Background: an optimization exercise with open tools, aiming at small area, a short achievable clock period and few clock cycles. Do not read the settings as production practice.
No run shown here included a check of the RTL's function; only the layout flow was run.
Power figures rest on the tool's default switching activity, not on a simulated workload.

File: config.mk
export PLATFORM = sky130hd
export DESIGN_NAME = text_char_scanner_core
export DESIGN_NICKNAME = text_char_scanner_core
export VERILOG_FILES = /design/flow/design.v
export SDC_FILE = /design/flow/constraint.sdc
export NUM_CORES = 4
export LEC_CHECK = 0
export CAP_MARGIN = 20
export CORE_MARGIN = 2
export CORE_UTILIZATION = 40
export CTS_BUF_LIST = sky130_fd_sc_hd__clkbuf_4 sky130_fd_sc_hd__clkbuf_8
export SETUP_SLACK_MARGIN = 1.7
export SLEW_MARGIN = 20
File: flow/run.sh
#!/bin/bash
# Standard layout, with plain buf_1 cells as the port buffers.
set -euo pipefail
bash standard.sh BUFFER_PORTS_ARGS="-buffer_cell sky130_fd_sc_hd__buf_1" finish > make_finish.log 2>&1
File: design.v
package tcs_pkg;
    localparam int BYTE_W      = 8;
    localparam int LINE_W      = 20;
    localparam int COL_W       = 16;
    localparam int QUEUE_DEPTH = 4;
    localparam int QP_W        = 2;
    localparam int QC_W        = 3;
    localparam int RES_W       = 2 + BYTE_W + LINE_W + COL_W + 3 + 1;
    localparam int PAIR_W      = 2 * RES_W + 1;
    localparam logic [BYTE_W-1:0] C_NUL    = 8'h00;
    localparam logic [BYTE_W-1:0] C_TAB    = 8'h09;
    localparam logic [BYTE_W-1:0] C_LF     = 8'h0A;
    localparam logic [BYTE_W-1:0] C_CR     = 8'h0D;
    localparam logic [BYTE_W-1:0] C_SPACE  = 8'h20;
    localparam logic [BYTE_W-1:0] C_STAR   = 8'h2A;
    localparam logic [BYTE_W-1:0] C_SLASH  = 8'h2F;
    localparam logic [BYTE_W-1:0] C_DEL    = 8'h7F;
    localparam logic [BYTE_W-1:0] C_LEAD   = 8'hE2;
    localparam logic [BYTE_W-1:0] C_CONT80 = 8'h80;
    localparam logic [BYTE_W-1:0] C_EN     = 8'h93;
    localparam logic [BYTE_W-1:0] C_EM     = 8'h94;
    localparam logic [BYTE_W-1:0] C_APOS   = 8'h99;
    localparam logic [BYTE_W-1:0] C_LSQ    = 8'h98;
    localparam logic [BYTE_W-1:0] C_LDQ    = 8'h9C;
    localparam logic [BYTE_W-1:0] C_RDQ    = 8'h9D;
    typedef enum logic [1:0] {
        KIND_CHAR = 2'd0,
        KIND_END  = 2'd1,
        KIND_ERR  = 2'd2
    } t_kind;
    typedef enum logic [2:0] {
        ERR_NONE      = 3'd0,
        ERR_EN_DASH   = 3'd1,
        ERR_EM_DASH   = 3'd2,
        ERR_APOS      = 3'd3,
        ERR_QUOTE     = 3'd4,
        ERR_CONTROL   = 3'd5,
        ERR_OPEN_CMNT = 3'd6
    } t_err;
    typedef struct packed {
        t_kind             kind;
        logic [BYTE_W-1:0] char_out;
        logic [LINE_W-1:0] line_no;
        logic [COL_W-1:0]  column_no;
        t_err              error_code;
        logic              last;
    } t_result;
    typedef struct packed {
        logic    two;
        t_result first;
        t_result second;
    } t_pair;
    typedef struct packed {
        logic empty;
        logic full;
    } t_q_status;
endpackage
module text_char_scanner_core #(
    parameter int LINE_BITS   = 20,    
    parameter int COLUMN_BITS = 16,
    parameter int TAB_STOP    = 4
) (
    input  logic                       i_clk,
    input  logic                       i_rst_n,
    input  logic                       i_valid,
    input  logic [tcs_pkg::BYTE_W-1:0] i_byte,
    output logic                       o_ready,
    output logic                       o_valid,
    input  logic                       i_ready,
    output logic [1:0]                 o_kind,
    output logic [tcs_pkg::BYTE_W-1:0] o_char,
    output logic [tcs_pkg::LINE_W-1:0] o_line,
    output logic [tcs_pkg::COL_W-1:0]  o_col,
    output logic [2:0]                 o_code,
    output logic                       o_last
);
    localparam int K_NUL   = 0;    
    localparam int K_TAB   = 1;    
    localparam int K_LF    = 2;    
    localparam int K_CR    = 3;    
    localparam int K_STAR  = 4;    
    localparam int K_SLASH = 5;    
    localparam int K_LEAD  = 6;    
    localparam int K_C80   = 7;    
    localparam int K_CTL   = 8;    
    localparam int K_INC   = 9;    
    localparam int K_UERR  = 10;   
    localparam int NK      = 11;
    function automatic logic [NK-1:0] f_class(input logic [7:0] v);
        f_class          = '0;
        f_class[K_NUL]   = (v == 8'h00);
        f_class[K_TAB]   = (v == 8'h09);
        f_class[K_LF]    = (v == 8'h0A);
        f_class[K_CR]    = (v == 8'h0D);
        f_class[K_STAR]  = (v == 8'h2A);
        f_class[K_SLASH] = (v == 8'h2F);
        f_class[K_LEAD]  = (v == 8'hE2);
        f_class[K_C80]   = (v == 8'h80);
        f_class[K_CTL]   = ((v[7:5] == 3'b000) && v != 8'h00 && v != 8'h09
                            && v != 8'h0A && v != 8'h0D) || (v == 8'h7F);
        f_class[K_INC]   = (v[7] ? v[6] : (v[6] | v[5])) && (v != 8'h7F);
        case (v)
            8'h93, 8'h94, 8'h98, 8'h99, 8'h9C, 8'h9D: f_class[K_UERR] = 1'b1;
            default:                                  f_class[K_UERR] = 1'b0;
        endcase
    endfunction
    logic          r_sv;
    logic [7:0]    r_sb;
    logic          in_v;
    logic [7:0]    r_ib;
    logic [NK-1:0] r_k;
    logic        r_outv;      
    logic        r_olast;     
    logic        r_kerr;      
    logic        r_end;       
    logic [7:0]  r_ch;
    logic [19:0] r_line;
    logic [15:0] r_col;
    logic [2:0]  r_code;
    logic        r_mv_rst;    
    logic        r_mv_nl;     
    logic        r_mv_inc;    
    logic        r_mv_tab;    
    logic        r_cmt, r_star, r_slash, r_cr, r_lead, r_lead80, r_failed;
    logic        r_e2sat;     
    assign in_v = r_sv || i_valid;
    assign r_ib = r_sv ? r_sb : i_byte;
    assign r_k  = f_class(r_ib);
    function automatic logic [19:0] f_inc20(input logic [19:0] v);
        for (int i = 0; i < 20; i++)
            f_inc20[i] = v[i] ^ ((i == 0) ? 1'b1 : &(v | ~((20'd1 << i) - 20'd1)));
    endfunction
    function automatic logic [13:0] f_inc14(input logic [13:0] v, input logic ci);
        for (int i = 0; i < 14; i++)
            f_inc14[i] = v[i] ^ (ci & ((i == 0) ? 1'b1 : &(v | ~((14'd1 << i) - 14'd1))));
    endfunction
    function automatic logic [15:0] f_dec16(input logic [15:0] v);
        for (int i = 0; i < 16; i++)
            f_dec16[i] = v[i] ^ ((i == 0) ? 1'b1 : ~|(v & ((16'd1 << i) - 16'd1)));
    endfunction
    logic        line_max, hi_max, cin, col_sat;
    logic [13:0] hi_sum;
    logic [19:0] cur_line;
    logic [15:0] cur_col, lead_col;
    assign line_max = &r_line;
    assign hi_max   = &r_col[15:2];
    assign cin      = r_mv_inc ? (&r_col[1:0]) : (|r_col[1:0]);
    assign hi_sum   = f_inc14(r_col[15:2], cin);
    assign col_sat  = hi_max & cin;
    always_comb begin
        if (r_mv_rst)
            cur_line = 20'd1;
        else if (r_mv_nl && !line_max)
            cur_line = f_inc20(r_line);
        else
            cur_line = r_line;
        if (r_mv_rst || r_mv_nl)
            cur_col = 16'd1;
        else if (r_mv_inc || r_mv_tab)
            cur_col = col_sat ? 16'hFFFF
                              : {hi_sum, (r_mv_inc ? r_col[1:0] + 2'd1 : 2'd1)};
        else
            cur_col = r_col;
    end
    assign lead_col = r_e2sat ? r_col : f_dec16(r_col);
    logic go, rel, consume, do_rel;
    assign go      = in_v && (!r_outv || i_ready);
    assign rel     = r_slash && !r_k[K_STAR];
    assign consume = go && !rel;
    assign do_rel  = go && rel;
    assign o_ready = !r_sv;
    logic [2:0] ucode;
    logic       n_ov, n_end, n_err, n_uerr;
    logic [2:0] n_code;
    logic       n_cmt, n_star, n_slash, n_cr, n_lead, n_lead80, n_failed;
    always_comb begin
        case (r_ib)
            8'h93:                ucode = 3'd1;
            8'h94:                ucode = 3'd2;
            8'h99:                ucode = 3'd3;
            default:              ucode = 3'd4;
        endcase
    end
    always_comb begin
        n_ov     = 1'b0;
        n_end    = 1'b0;
        n_err    = 1'b0;
        n_uerr   = r_lead80 && r_k[K_UERR];
        n_code   = 3'd0;
        n_cmt    = r_cmt;
        n_star   = r_star;
        n_slash  = 1'b0;
        n_cr     = 1'b0;
        n_lead   = 1'b0;
        n_lead80 = 1'b0;
        n_failed = r_failed;
        if (r_failed) begin
        end else if (r_cr) begin
            if (r_k[K_LF]) begin
                n_star = 1'b0;
                n_ov   = !r_cmt;
            end else begin
                n_ov     = 1'b1;
                n_err    = 1'b1;
                n_code   = 3'd5;
                n_failed = 1'b1;
            end
        end else if (r_k[K_NUL]) begin
            n_ov   = 1'b1;
            n_end  = !r_cmt;
            n_err  = r_cmt;
            n_code = r_cmt ? 3'd6 : 3'd0;
        end else if (r_k[K_CR]) begin
            n_cr = 1'b1;
        end else if (n_uerr) begin
            n_ov     = 1'b1;
            n_err    = 1'b1;
            n_code   = ucode;
            n_failed = 1'b1;
        end else if (r_k[K_CTL]) begin
            n_ov     = 1'b1;
            n_err    = 1'b1;
            n_code   = 3'd5;
            n_failed = 1'b1;
        end else begin
            n_lead   = r_k[K_LEAD];
            n_lead80 = r_lead && r_k[K_C80];
            if (r_cmt) begin
                if (r_star && r_k[K_SLASH]) begin
                    n_cmt  = 1'b0;
                    n_star = 1'b0;
                end else begin
                    n_star = r_k[K_STAR];
                end
            end else if (r_slash && r_k[K_STAR]) begin
                n_cmt  = 1'b1;
                n_star = 1'b0;
            end else if (r_k[K_SLASH]) begin
                n_slash = 1'b1;
            end else begin
                n_ov = 1'b1;
            end
        end
        if (r_k[K_NUL]) begin
            n_cmt    = 1'b0;
            n_star   = 1'b0;
            n_failed = 1'b0;
        end
    end
    always_ff @(posedge i_clk) begin
        if (!i_rst_n) begin
            r_sv     <= 1'b0;
            r_outv   <= 1'b0;
            r_mv_rst <= 1'b1;
            r_mv_nl  <= 1'b0;
            r_mv_inc <= 1'b0;
            r_mv_tab <= 1'b0;
            r_cmt    <= 1'b0;
            r_star   <= 1'b0;
            r_slash  <= 1'b0;
            r_cr     <= 1'b0;
            r_lead   <= 1'b0;
            r_lead80 <= 1'b0;
            r_failed <= 1'b0;
        end else begin
            r_sv <= in_v && !consume;
            if (do_rel) begin
                r_outv  <= 1'b1;
                r_slash <= 1'b0;
            end else if (consume) begin
                r_outv   <= n_ov;
                r_slash  <= n_slash;
                r_mv_rst <= r_k[K_NUL];
                r_mv_nl  <= r_k[K_LF];
                r_mv_inc <= r_k[K_INC];
                r_mv_tab <= r_k[K_TAB];
                r_cmt    <= n_cmt;
                r_star   <= n_star;
                r_cr     <= n_cr;
                r_lead   <= n_lead;
                r_lead80 <= n_lead80;
                r_failed <= n_failed;
            end else if (i_ready) begin
                r_outv <= 1'b0;
            end
        end
    end
    always_ff @(posedge i_clk) begin
        if (!r_sv)
            r_sb <= i_byte;
        if (do_rel)
            r_olast <= r_k[K_SLASH] || r_k[K_CR];
        else if (consume)
            r_olast <= 1'b1;
        if (consume) begin
            r_ch    <= n_err ? 8'h00 : r_ib;
            r_line  <= cur_line;
            r_col   <= n_uerr ? lead_col : cur_col;
            r_end   <= n_end;
            r_kerr  <= n_err;
            r_code  <= n_code;
            r_e2sat <= &r_col;
        end
    end
    assign o_valid = r_outv;
    assign o_kind  = {r_kerr, r_end};
    assign o_char  = r_ch;
    assign o_line  = r_line;
    assign o_col   = r_col;
    assign o_code  = r_code;
    assign o_last  = r_olast;
endmodule
File: constraint.sdc
create_clock -name core_clock -period 4.0 [get_ports {i_clk}]
set_input_delay 0.8000 -clock core_clock [delete_from_list [all_inputs] [get_ports {i_clk}]]
set_output_delay 0.8000 -clock core_clock [all_outputs]
set_load 0.01 [all_outputs]
File: standard.sh
#!/bin/bash
# synth_recipe.tcl (not shown) runs the flow's synth.tcl, then flattens the netlist and writes it again
# the make line also repeats each setting of config.mk as NAME=value (left out here)
make -C /OpenROAD-flow-scripts/flow DESIGN_CONFIG=/design/flow/config.mk WORK_HOME=/design/flow/orfs CLKGATE_MAP_FILE= SYNTH_SCRIPT=/design/flow/synth_recipe.tcl "${@:-finish}"
==> flow_summary_export.csv, run 1 <==
group,metric,value,unit
run_status,status,"complete, no violations",
placement,portBuffers,63,
floorplanning,vertical_die_dimension,107.4,um
floorplanning,rows,37,
yosys,syn_inst,456,
yosys,asyncSetResetFlopFracSynth,0,%
global_route,grt_usage,22.23,%
cells_and_area,most_common_cell_after_layout_fill_and_taps_aside,"sky130_fd_sc_hd__buf_1",
sta,clock_skew,0.01346,ns
global_route,total_grt_overflow,0,
cts,ctsHtreeMaxLevel,3,
sta,final.min_clock_period,2.479,ns
route,detail_route.wl_per_cell,18.02,um
yosys,synth_area,0.004280,mm^2
sta,totalNegativeSetupSlack,0,ns
cts,tritoncts_clock_tree,"built",
critical_path,critical-path-slowest-cell,"sky130_fd_sc_hd__dfxtp_4",
critical_path,cp_top_family,"buffers and inverters",
floorplanning,ioPinCount,64,
yosys,syn-mean-instance-area,9.387,um^2
cts,cts_sinks,72,
route,drt_first_pass_iters,5,
critical_path,timing.critical_path.required,4.11,ns
sta,hold_violations,0,
cts,ctsRootBufferMaster,"sky130_fd_sc_hd__clkbuf_8",
critical_path,critical_path.cell_chain,"buf_4 -> buf_4 -> mux2i_2 -> inv_1 -> nand3_2 -> o22a_4 -> buf_4 -> o32a_1 -> a31oi_4 -> buf_12 -> nor2_1",
yosys,yosys_warnings,1,
route,remaining_drc_errors,0,
yosys,synth_nets,479,
cells_and_area,diodes,0,
critical_path,highest_fanout_seen_on_the_critical_path,9,
placement,detailedPlacementHpwl,7.906,mm
cts,cts.clk_slew.worst_paths,0.08,ns
pwr,max-vdd-ir-drop,0.0001757,V
pwr,power,2.015,mW
placement,globalplace.congestion,0.8840,
critical_path,top_cell_by_count_worst_path,"sky130_fd_sc_hd__buf_4",
yosys,synth-edff-count,51,
hold_path,hold_path_class,"reg -> reg",
route,route.final.wire_length,12.96,mm
global_route,vias_in_the_first_global_route,3918,
cts,tritoncts.num_buffers,9,
critical_path,cp-start-kind,"register",
yosys,ys_seq_elements,72,
floorplanning,core_region_area,0.01037,mm^2
pwr,static-leakage-power,2.255,nW
placement,detailedPlace.worstSlack,0.6360,ns
job,max_cap_viol_count,0,
sta,setup_viol,0,
sta,timing.final.ws_setup,1.521,ns
yosys,post_synth_num_cell_types,67,
placement,placed_cell_area,0.004795,mm^2
sta,final.period_utilization,61.97,%
sta,slew-limit-headroom,34.45,%
cells_and_area,drive_above_1_share,28.64,%
critical_path,timing_worst_setup_path_type,"reg -> reg",
global_route,grt_max_degree,28,
route,route.antenna.remaining_nets,0,
cells_and_area,nets,601,
pwr,cellPowerDensity,332.1,mW/mm^2
yosys,synthFlopType,"sky130_fd_sc_hd__edfxtp_1",
route,post_drt_via_cell_ratio,5.840,
sta,tightestPinTransition,0.9818,ns
yosys,ys_seq_area_share,45.60,%
sta,number_of_max_slew_violations_in_the_final_report,0,
cells_and_area,areaGrowthSynthToFinish,41.74,%
cts,clkLatencyLatePin,0.37,ns
route,drt-initial-drc-count,487,
cells_and_area,postLayoutCoreUtil,58.51,%
critical_path,critical-path-max-stage-delay,0.37,ns
cells_and_area,most_frequent_cells_in_the_layout,"56 x sky130_fd_sc_hd__buf_1, 51 x sky130_fd_sc_hd__edfxtp_1, 46 x sky130_fd_sc_hd__buf_4, 43 x sky130_fd_sc_hd__nor2_1, 33 x sky130_fd_sc_hd__nand2_1",
critical_path,endpoint_kind,"register",
floorplanning,fp.dieArea,0.01154,mm^2
floorplanning,floorplan.initialDensity,41.28,%
critical_path,critical_path_arrival,2.58,ns
global_route,grt_pass1_wl,19.93,mm
global_route,antenna_found_initial,0,
cells_and_area,finish.instance_area,0.006067,mm^2
floorplanning,chipWidth,107.4,um
route,vias,4199,
sta,max_freq,403.4,MHz
critical_path,crit_buf_inv,5,
sta,setup_repair_after_global_routing_missed_its_margin,"yes",
cts,clk_path_buf_depth,2,
==> registers in the layout, summed over array words and instances, names as in the netlist, 3 cells and up <==
| signal | cells |
|---|---|
| r_col | 16 |
| r_line | 20 |
| r_sb | 8 |
| r_ch | 8 |
| r_code | 3 |
==> synth_stat cells (11+ instances only) <==
master	number	area (um^2)
sky130_fd_sc_hd__dfxtp_1	21	420.4
sky130_fd_sc_hd__ha_1	11	137.6
sky130_fd_sc_hd__edfxtp_1	51	1531
sky130_fd_sc_hd__nand2_1	35	131.4
sky130_fd_sc_hd__o21ai_0	18	90.09
sky130_fd_sc_hd__clkbuf_1	13	48.80
sky130_fd_sc_hd__nor3_1	15	75.07
sky130_fd_sc_hd__inv_1	28	105.1
sky130_fd_sc_hd__nand4_1	11	68.82
sky130_fd_sc_hd__a21oi_1	17	85.08
sky130_fd_sc_hd__nor4_1	12	75.07
sky130_fd_sc_hd__nor2_1	44	165.2
sky130_fd_sc_hd__nand3_1	18	90.09
==> path summary, 6_finish.rpt <==
path                            depth (start not counted)       to  slack (ns)     from
worst max-delay path                                   11  r_ch[4]        1.52     r_sv
worst min-delay path                                    2  r_mv_nl        0.47  r_mv_nl
worst max register to register                         11  r_ch[4]        1.52     r_sv
worst min register to register                          2  r_mv_nl        0.47  r_mv_nl
==> repair_timing <==
action	in CTS	in global routing
pin swaps	14	16
gates resized for setup	68	41
hold buffers	0	0
endpoints found under the setup margin	96	81
setup buffers	32	22
gates cloned	6	2
==> where the power goes <==
part / leakage, nW / internal [mW] / switching (mW)
sequential: 0.674 / 0.878 / 0.0810
combinational: 1.48 / 0.205 / 0.229
clock: 0.101 / 0.320 / 0.302
==> worst register-to-register path, stage by stage, from the launching register on <==
cell and delay [ns]:
sky130_fd_sc_hd__dfxtp_4 0.37, sky130_fd_sc_hd__buf_4 0.15, sky130_fd_sc_hd__buf_4 0.14, sky130_fd_sc_hd__mux2i_2 0.16
sky130_fd_sc_hd__inv_1 0.18, sky130_fd_sc_hd__nand3_2 0.14, sky130_fd_sc_hd__o22a_4 0.27, sky130_fd_sc_hd__buf_4 0.16
sky130_fd_sc_hd__o32a_1 0.23, sky130_fd_sc_hd__a31oi_4 0.22, sky130_fd_sc_hd__buf_12 0.15, sky130_fd_sc_hd__nor2_1 0.05
==> stage by stage <==
step	std cells	hold WS (ns)
floorplan	456	0.4428
global placement	641	0.4643
detailed placement	641	0.4634
CTS	695	0.4738
global route	719	0.5001
finish	719	0.4720
==> kinds of logic after synthesis <==
| logic type | Yosys count | synth area share (%) |
|---|---|---|
| AOI/OAI and AO/OA | 104 | 17.19 |
| xor gates and xnor gates | 13 | 2.660 |
| adders and majority gates | 11 | 3.215 |
| buffers and inverters | 49 | 4.911 |
| DFF | 72 | 45.60 |
| muxes | 7 | 1.666 |
| and+or+nand+nor | 200 | 24.76 |
==> layout make-up <==
cell class	count	area [um^2]
Clock buffer	11	151.4
Clock inverter	5	55.05
Fill cell	909	4303
Inverter	28	108.9
Multi-Input combinational cell	339	2674
Sequential cell	72	1956
Tap cell	136	170.2
Timing Repair Buffer	128	952.2
==> metal layers <==
metal	track usage (%)	vias to the layer above	share of wire (%)
met3	4.661	24	6.0
li1	-	1989	-
met5	0	-	0
met1	29.50	2045	43
met4	7.692	0	1.9
met2	36.08	141	49
==> inputs of run 2 (changes only) <==
--- a/config.mk
+++ b/config.mk
@@ -9,5 +9,5 @@
 export CORE_MARGIN = 2
 export CORE_UTILIZATION = 40
 export CTS_BUF_LIST = sky130_fd_sc_hd__clkbuf_4 sky130_fd_sc_hd__clkbuf_8
-export SETUP_SLACK_MARGIN = 1.7
+export SETUP_SLACK_MARGIN = 2.1
 export SLEW_MARGIN = 20
==> run 2 against run 1 <==
Against the previous run:
- area after synthesis unchanged
- clock skew is 0.0041 ns lower
- first-iteration DRC count is 32% lower
- cell area is 8.2% higher
- register-to-register slack better by 0.09 ns
- combinational power grew 9.7%
- die area unchanged
- largest cell class unchanged
==> flow_summary_export.csv, run 2 <==
group,metric,value,unit
run_status,status,"complete, no violations",
sta,timing.final.ws_setup,1.604,ns
sta,setup_viol,0,
critical_path,timing_worst_setup_path_type,"in -> reg",
hold_path,min-delay-start,"r_mv_nl",
global_route,vias_in_the_first_global_route,4020,
critical_path,timing.critical_path.required,4.26,ns
critical_path,top_cell_by_count_worst_path,"sky130_fd_sc_hd__buf_4",
yosys,yosys.area.top_type_share,35.78,%
placement,portBuffers,63,
placement,placed_cells_incl_taps,642,
global_route,grt_usage,22.71,%
cts,clkLatencyLatePin,0.37,ns
critical_path,highest_fanout_seen_on_the_critical_path,5,
sta,totalNegativeSetupSlack,0,ns
cts,clk_path_buf_depth,2,
sta,tightestPinTransition,0.7047,ns
cells_and_area,drive_above_1_share,38.97,%
route,drt-initial-drc-count,330,
cells_and_area,postLayoutCoreUtil,63.28,%
cts,cts.clk_slew.worst_paths,0.08,ns
critical_path,cp-startpoint,"i_byte[4]",
cells_and_area,multi_input_area,0.002953,mm^2
sta,final.period_utilization,59.91,%
cells_and_area,seq_area,0.001958,mm^2
cells_and_area,largest_register_ffs,20,
yosys,synth.top_cells.by_count,"51 x sky130_fd_sc_hd__edfxtp_1, 44 x sky130_fd_sc_hd__nor2_1, 35 x sky130_fd_sc_hd__nand2_1",
global_route,total_grt_overflow,0,
yosys,synth_area_leaders,"sky130_fd_sc_hd__edfxtp_1 36%, sky130_fd_sc_hd__dfxtp_1 9.8%, sky130_fd_sc_hd__nor2_1 3.9%, sky130_fd_sc_hd__ha_1 3.2%, sky130_fd_sc_hd__nand2_1 3.1%",
yosys,synth_area,0.004280,mm^2
yosys,yosys_warnings,1,
cells_and_area,areaGrowthSynthToFinish,53.32,%
global_route,grt_max_degree,28,
cts,ctsRootBufferMaster,"sky130_fd_sc_hd__clkbuf_8",
critical_path,crit_buf_inv,3,
sta,max_freq,417.3,MHz
job,max_cap_viol_count,0,
yosys,syn_inst,456,
cells_and_area,fillerInstances,805,
critical_path,critical-path-max-stage-delay,0.38,ns
yosys,syn-mean-instance-area,9.387,um^2
cells_and_area,most_common_cell_after_layout_fill_and_taps_aside,"sky130_fd_sc_hd__buf_4",
yosys,yosysTopAreaCell,"sky130_fd_sc_hd__edfxtp_1",
route,vias,4302,
hold_path,hold_path_class,"reg -> reg",
pwr,static-leakage-power,2.402,nW
yosys,ys_seq_elements,72,
cells_and_area,finish.instance_area,0.006563,mm^2
critical_path,cp-start-kind,"primary input",
critical_path,cp_top_family,"simple AND/OR/NAND/NOR gates",
yosys,synth-edff-count,51,
cells_and_area,diodes,0,
global_route,antenna_found_initial,0,
yosys,asyncSetResetFlopFracSynth,0,%
route,route.final.wire_length,13.67,mm
route,remaining_drc_errors,0,
floorplanning,chipWidth,107.4,um
sta,final.min_clock_period,2.396,ns
sta,slew-limit-headroom,52.96,%
floorplanning,ioPinCount,64,
sta,hold_violations,0,
cts,tritoncts.num_buffers,9,
placement,globalplace.congestion,0.8942,
yosys,ys_seq_area_share,45.60,%
pwr,max-vdd-ir-drop,0.0001646,V
critical_path,critical_path.cell_chain,"buf_4 -> or3_4 -> a222oi_1 -> buf_4 -> buf_6 -> a31oi_4 -> or3_1 -> a211o_1",
cells_and_area,most_frequent_cells_in_the_layout,"56 x sky130_fd_sc_hd__buf_4, 52 x sky130_fd_sc_hd__buf_1, 51 x sky130_fd_sc_hd__edfxtp_1, 34 x sky130_fd_sc_hd__nor2_1, 32 x sky130_fd_sc_hd__buf_6",
critical_path,endpoint_kind,"register",
yosys,most_frequently_used_cell_type_in_the_post_synthesis_netlist,"sky130_fd_sc_hd__edfxtp_1",
route,detail_route.wl_per_cell,18.50,um
critical_path,critical-path-slowest-cell,"sky130_fd_sc_hd__or3_4",
cells_and_area,layout.cells.non_filler,739,
route,route.antenna.remaining_nets,0,
floorplanning,vertical_die_dimension,107.4,um
cts,tritoncts_clock_tree,"built",
placement,placed_cell_area,0.004817,mm^2
cells_and_area,biggestRegsByFlops,"r_line: 20 flops, r_col: 16 flops",
sta,clock_skew,0.009380,ns
route,drt_first_pass_iters,5,
sta,number_of_max_slew_violations_in_the_final_report,0,
global_route,grt_pass1_wl,20.40,mm
sta,setup_repair_after_global_routing_missed_its_margin,"yes",
yosys,synth_nets,479,
yosys,post_synth_num_cell_types,67,
route,post_drt_via_cell_ratio,5.821,
placement,detailedPlacementHpwl,7.886,mm
cts,ctsHtreeMaxLevel,3,
critical_path,critical_path_arrival,2.66,ns
floorplanning,rows,37,
placement,detailedPlace.worstSlack,0.7156,ns
cells_and_area,nets,621,
floorplanning,core_region_area,0.01037,mm^2
cts,cts_sinks,72,
floorplanning,floorplan.initialDensity,41.28,%
yosys,synthFlopType,"sky130_fd_sc_hd__edfxtp_1",
floorplanning,fp.dieArea,0.01154,mm^2
cells_and_area,largest_register,"r_line",
pwr,cellPowerDensity,329.7,mW/mm^2
critical_path,r2r_start,"r_sv",
[run 2: power breakdown]
part / internal [mW] / switching (mW) / leakage (nW) / total, mW
logic: 0.224 / 0.252 / 1.61 / 0.476
registers: 0.878 / 0.0870 / 0.674 / 0.965
clock network: 0.428 / 0.294 / 0.117 / 0.723
[run 2: worst register-to-register path, cell delays in order, from the launching register on]
cell	delay (ns)
sky130_fd_sc_hd__dfxtp_4	0.42
sky130_fd_sc_hd__buf_6	0.16
sky130_fd_sc_hd__nor3b_4	0.28
sky130_fd_sc_hd__nor2_2	0.09
sky130_fd_sc_hd__a311o_1	0.36
sky130_fd_sc_hd__o32a_1	0.40
sky130_fd_sc_hd__a31oi_4	0.24
sky130_fd_sc_hd__buf_6	0.15
sky130_fd_sc_hd__nor2_1	0.04
[run 2: per-stage QoR]
step	hold slack, ns	power (mW)
6_report	0.4724	2.164
5_1_grt	0.5158	2.238
4_1_cts	0.4732	2.108
3_5_place_dp	0.4620	1.266
3_3_place_gp	0.4676	1.263
2_1_floorplan	0.4428	1.163
[run 2: layout make-up]
type | count | share of cell area, %
flip-flops and latches | 72 | 29.84
multi-input cells | 338 | 45.00
inverters | 28 | 1.735
clock buffers | 11 | 2.116
well taps | 136 | 2.593
repair buffers | 149 | 17.12
clock inverters | 5 | 1.602
[run 2: kinds of logic after synthesis]
kind of cell	count (synthesis)	synth area share, %
and+or+nand+nor	200	24.76
AOI/OAI and AO/OA	104	17.19
DFF	72	45.60
buffers and inverters	49	4.911
xor gates and xnor gates	13	2.660
adders and majority gates	11	3.215
muxes	7	1.666
[run 2: routing by layer]
metal | track usage [%] | share of wire, % | up-vias
li1 | - | - | 2018
met3 | 4.782 | 5.4 | 23
met4 | 7.418 | 1.6 | 0
met1 | 30.15 | 44 | 2106
met5 | 0 | 0 | -
met2 | 37.03 | 49 | 155
[run 2: path summary, 6_finish.rpt]
kind                            cells past startpoint  endpoint  slack, ns
worst max register to register                      8   r_ch[1]       1.61
worst max-delay path                                8    r_star       1.60
worst min-delay path                                2   r_mv_nl       0.47
worst min register to register                      2   r_mv_nl       0.47
[run 2: what timing repair did]
action	CTS	global route
pin swaps	45	28
resized for setup	134	69
setup buffers	58	18
setup endpoints to repair	101	110
hold buffers	0	0
gates cloned	5	0
==> inputs of run 3 (changes only) <==
--- a/config.mk
+++ b/config.mk
@@ -9,5 +9,5 @@
 export CORE_MARGIN = 2
 export CORE_UTILIZATION = 40
 export CTS_BUF_LIST = sky130_fd_sc_hd__clkbuf_4 sky130_fd_sc_hd__clkbuf_8
-export SETUP_SLACK_MARGIN = 2.1
+export SETUP_SLACK_MARGIN = 1.5
 export SLEW_MARGIN = 20
==> run 3 against run 2 <==
Against the previous run:
- combinational power decreased by 28%
- global-route usage shrank 2.1 points
- critical path depth unchanged
- clock skew increased by 0.010 ns
- synthesized cell count is the same
- clock-buffer cell count up 2
- largest cell class unchanged
- register-to-register slack lost 0.06 ns
- worst hold slack improved by 0.0081 ns
==> flow_summary_export.csv, run 3 <==
group,metric,value,unit
run_status,status,"complete, no violations",
cts,ctsRootBufferMaster,"sky130_fd_sc_hd__clkbuf_8",
critical_path,endpoint_kind,"register",
pwr,static-leakage-power,1.963,nW
yosys,ys_seq_area_share,45.60,%
global_route,grtUsageMet1,29.37,%
cells_and_area,fillerInstances,974,
cells_and_area,most_frequent_cells_in_the_layout,"57 x sky130_fd_sc_hd__buf_1, 51 x sky130_fd_sc_hd__edfxtp_1, 43 x sky130_fd_sc_hd__nor2_1, 33 x sky130_fd_sc_hd__nand2_1, 25 x sky130_fd_sc_hd__inv_1",
cells_and_area,biggestRegsByFlops,"r_line: 20 flops, r_col: 16 flops",
yosys,ys_seq_elements,72,
sta,tightestPinTransition,0.8605,ns
sta,setup_viol,0,
pwr,max-vdd-ir-drop,0.0001507,V
yosys,synth.top_cells.by_count,"51 x sky130_fd_sc_hd__edfxtp_1, 44 x sky130_fd_sc_hd__nor2_1, 35 x sky130_fd_sc_hd__nand2_1",
route,route.final.wire_length,12.17,mm
cts,cts_sinks,72,
sta,hold_violations,0,
floorplanning,vertical_die_dimension,107.4,um
cells_and_area,diodes,0,
cts,ctsHtreeMaxLevel,3,
sta,number_of_max_slew_violations_in_the_final_report,0,
yosys,synth_area_leaders,"sky130_fd_sc_hd__edfxtp_1 36%, sky130_fd_sc_hd__dfxtp_1 9.8%, sky130_fd_sc_hd__nor2_1 3.9%, sky130_fd_sc_hd__ha_1 3.2%, sky130_fd_sc_hd__nand2_1 3.1%",
sta,max_freq,408.0,MHz
global_route,grt_usage,20.63,%
global_route,antenna_found_initial,0,
global_route,vias_in_the_first_global_route,3611,
route,drt-initial-drc-count,293,
sta,setup_repair_after_global_routing_missed_its_margin,"yes",
floorplanning,ioPinCount,64,
critical_path,cp-start-kind,"primary input",
cts,cts.clk_slew.worst_paths,0.08,ns
sta,final.min_clock_period,2.451,ns
route,detail_route.wl_per_cell,17.89,um
global_route,grt_max_degree,26,
yosys,asyncSetResetFlopFracSynth,0,%
cells_and_area,largest_register,"r_line",
global_route,gr-usage-met3,2.361,%
route,route.antenna.remaining_nets,0,
critical_path,timing.critical_path.required,4.09,ns
placement,placed_cell_area,0.004777,mm^2
yosys,most_frequently_used_cell_type_in_the_post_synthesis_netlist,"sky130_fd_sc_hd__edfxtp_1",
floorplanning,fp.dieArea,0.01154,mm^2
global_route,grt_pass1_wl,18.67,mm
cells_and_area,postLayoutCoreUtil,52.18,%
sta,slew-limit-headroom,42.56,%
cts,ctsHoldBuffers,0,
yosys,yosys.area.top_type_share,35.78,%
floorplanning,rows,37,
sta,final.period_utilization,61.27,%
cells_and_area,nets,562,
floorplanning,floorplan.initialDensity,41.28,%
placement,globalplace.congestion,0.8692,
job,max_cap_viol_count,0,
cells_and_area,most_common_cell_after_layout_fill_and_taps_aside,"sky130_fd_sc_hd__buf_1",
cts,tritoncts_clock_tree,"built",
cells_and_area,seq_area,0.001956,mm^2
route,drt_first_pass_iters,4,
cells_and_area,areaGrowthSynthToFinish,26.43,%
cells_and_area,drive_above_1_share,19.67,%
sta,clock_skew,0.01952,ns
critical_path,critical_path_arrival,2.54,ns
hold_path,hold_path_class,"reg -> reg",
global_route,grt.met2_usage,31.78,%
pwr,cellPowerDensity,354.2,mW/mm^2
route,remaining_drc_errors,0,
yosys,yosys_warnings,1,
cells_and_area,finish.instance_area,0.005411,mm^2
global_route,total_grt_overflow,0,
route,vias,3994,
cells_and_area,multi_input_area,0.002491,mm^2
placement,portBuffers,63,
yosys,synth_nets,479,
sta,totalNegativeSetupSlack,0,ns
cts,clk_path_buf_depth,2,
critical_path,timing_worst_setup_path_type,"in -> reg",
floorplanning,core_region_area,0.01037,mm^2
cells_and_area,largest_register_ffs,20,
placement,detailedPlacementHpwl,8.076,mm
yosys,syn-mean-instance-area,9.387,um^2
critical_path,highest_fanout_seen_on_the_critical_path,5,
yosys,post_synth_num_cell_types,67,
yosys,synth_area,0.004280,mm^2
yosys,synthFlopType,"sky130_fd_sc_hd__edfxtp_1",
route,post_drt_via_cell_ratio,5.874,
cts,tritoncts.num_buffers,9,
yosys,synth-edff-count,51,
floorplanning,chipWidth,107.4,um
global_route,most_used_layer_global_route,"met2",
cts,clkLatencyLatePin,0.37,ns
yosys,yosysTopAreaCell,"sky130_fd_sc_hd__edfxtp_1",
yosys,syn_inst,456,
[run 3: changes by cell type in the layout (fill, tap and decap cells not counted), sizes merged, moves of 2 or more]
cell / before / now
bufinv: 3 / 1
clkbuf: 12 / 14
buf: 148 / 89
o311a: 6 / 4
[run 3: layout make-up]
| type | instances | area share, % |
|---|---|---|
| clock buffers | 13 | 2.960 |
| inverters | 28 | 2.012 |
| repair buffers | 90 | 8.925 |
| clock inverters | 3 | 0.7861 |
| flip-flops and latches | 72 | 36.14 |
| well taps | 136 | 3.145 |
| multi-input cells | 338 | 46.03 |
[run 3: worst max-delay path, stage by stage]
cell                      delay (ns)
sky130_fd_sc_hd__buf_2          0.13
sky130_fd_sc_hd__nor2b_1        0.15
sky130_fd_sc_hd__a21oi_2        0.17
sky130_fd_sc_hd__inv_1          0.11
sky130_fd_sc_hd__a311o_1        0.34
sky130_fd_sc_hd__o32a_1         0.45
sky130_fd_sc_hd__a31oi_4        0.30
sky130_fd_sc_hd__nor2_1         0.08
[run 3: through the flow]
stage	setup WS [ns]	total power, mW	hold WS [ns]	cells
floorplan	1.238	1.160	0.4455	456
global placement	0.6037	1.259	0.4649	640
detailed placement	0.5948	1.263	0.4731	640
CTS	1.468	1.890	0.4842	663
global route	1.452	1.994	0.5199	680
finish	1.549	1.917	0.4805	680
[run 3: repair_timing]
action	4_1_cts	5_1_grt
endpoints found under the setup margin	95	72
setup buffers	6	15
pin swaps	3	13
cloned	1	2
gates resized for setup	29	35
[run 3: path summary, 6_finish.rpt]
path	startpoint	endpoint	slack, ns	depth (start not counted)
worst max-delay path	i_byte[7]	r_ch[4]	1.55	8
worst min-delay path	r_mv_nl	r_mv_nl	0.48	2
worst max register to register	r_sb[7]	r_col[13]	1.55	7
worst min register to register	r_mv_nl	r_mv_nl	0.48	2
[run 3: metal layers]
| layer | up-vias | share of wire, % |
|---|---|---|
| met5 | - | 0 |
| li1 | 1900 | - |
| met1 | 1941 | 47 |
| met3 | 19 | 4.4 |
| met2 | 134 | 47 |
| met4 | 0 | 2.0 |
[run 3: cell families after synthesis]
logic type / after synthesis / share of synthesized area, %
AND/OR/NAND/NOR: 200 / 24.76
AO/OA/AOI/OAI: 104 / 17.19
flip-flops: 72 / 45.60
adder cells (fa/ha/maj): 11 / 3.215
buffers and inverters: 49 / 4.911
XOR/XNOR: 13 / 2.660
multiplexers: 7 / 1.666
[run 3: power breakdown]
part	internal, mW	switching [mW]
combinational	0.137	0.208
clock	0.326	0.292
sequential	0.878	0.0761

[port drivers added, routing unchanged]
In the flow no input, the clock included, has a driving cell. The finished layouts below were timed again as built, in two steps. Step 1 sets driving cells, clkbuf_16 on the clock port and buf_2 on the other inputs (assumed; they add their load-dependent delay and slew). Step 2 adds t to the input delays and takes it off the output delays; t is the mean of the earliest and latest rising clock arrival at the registers after step 1. Input paths then give back, and output paths get back, about the clock's delay inside the block. Three values: ideal, step 1, step 2; two values: the first two.
run | t (ns) | setup slack, ns | worst data-port slew with drivers (ns)
run 1 | 0.401 | 1.521 / 1.521 / 1.197 | 0.04
run 2 | 0.396 | 1.604 / 1.607 / 1.215 | 0.05
run 3 | 0.392 | 1.549 / 1.550 / 1.175 | 0.03
After both steps every run listed still meets setup and hold. The setup slack of run 2, which loses most, moves by +0.003 ns with the drivers and by -0.389 ns with both steps.
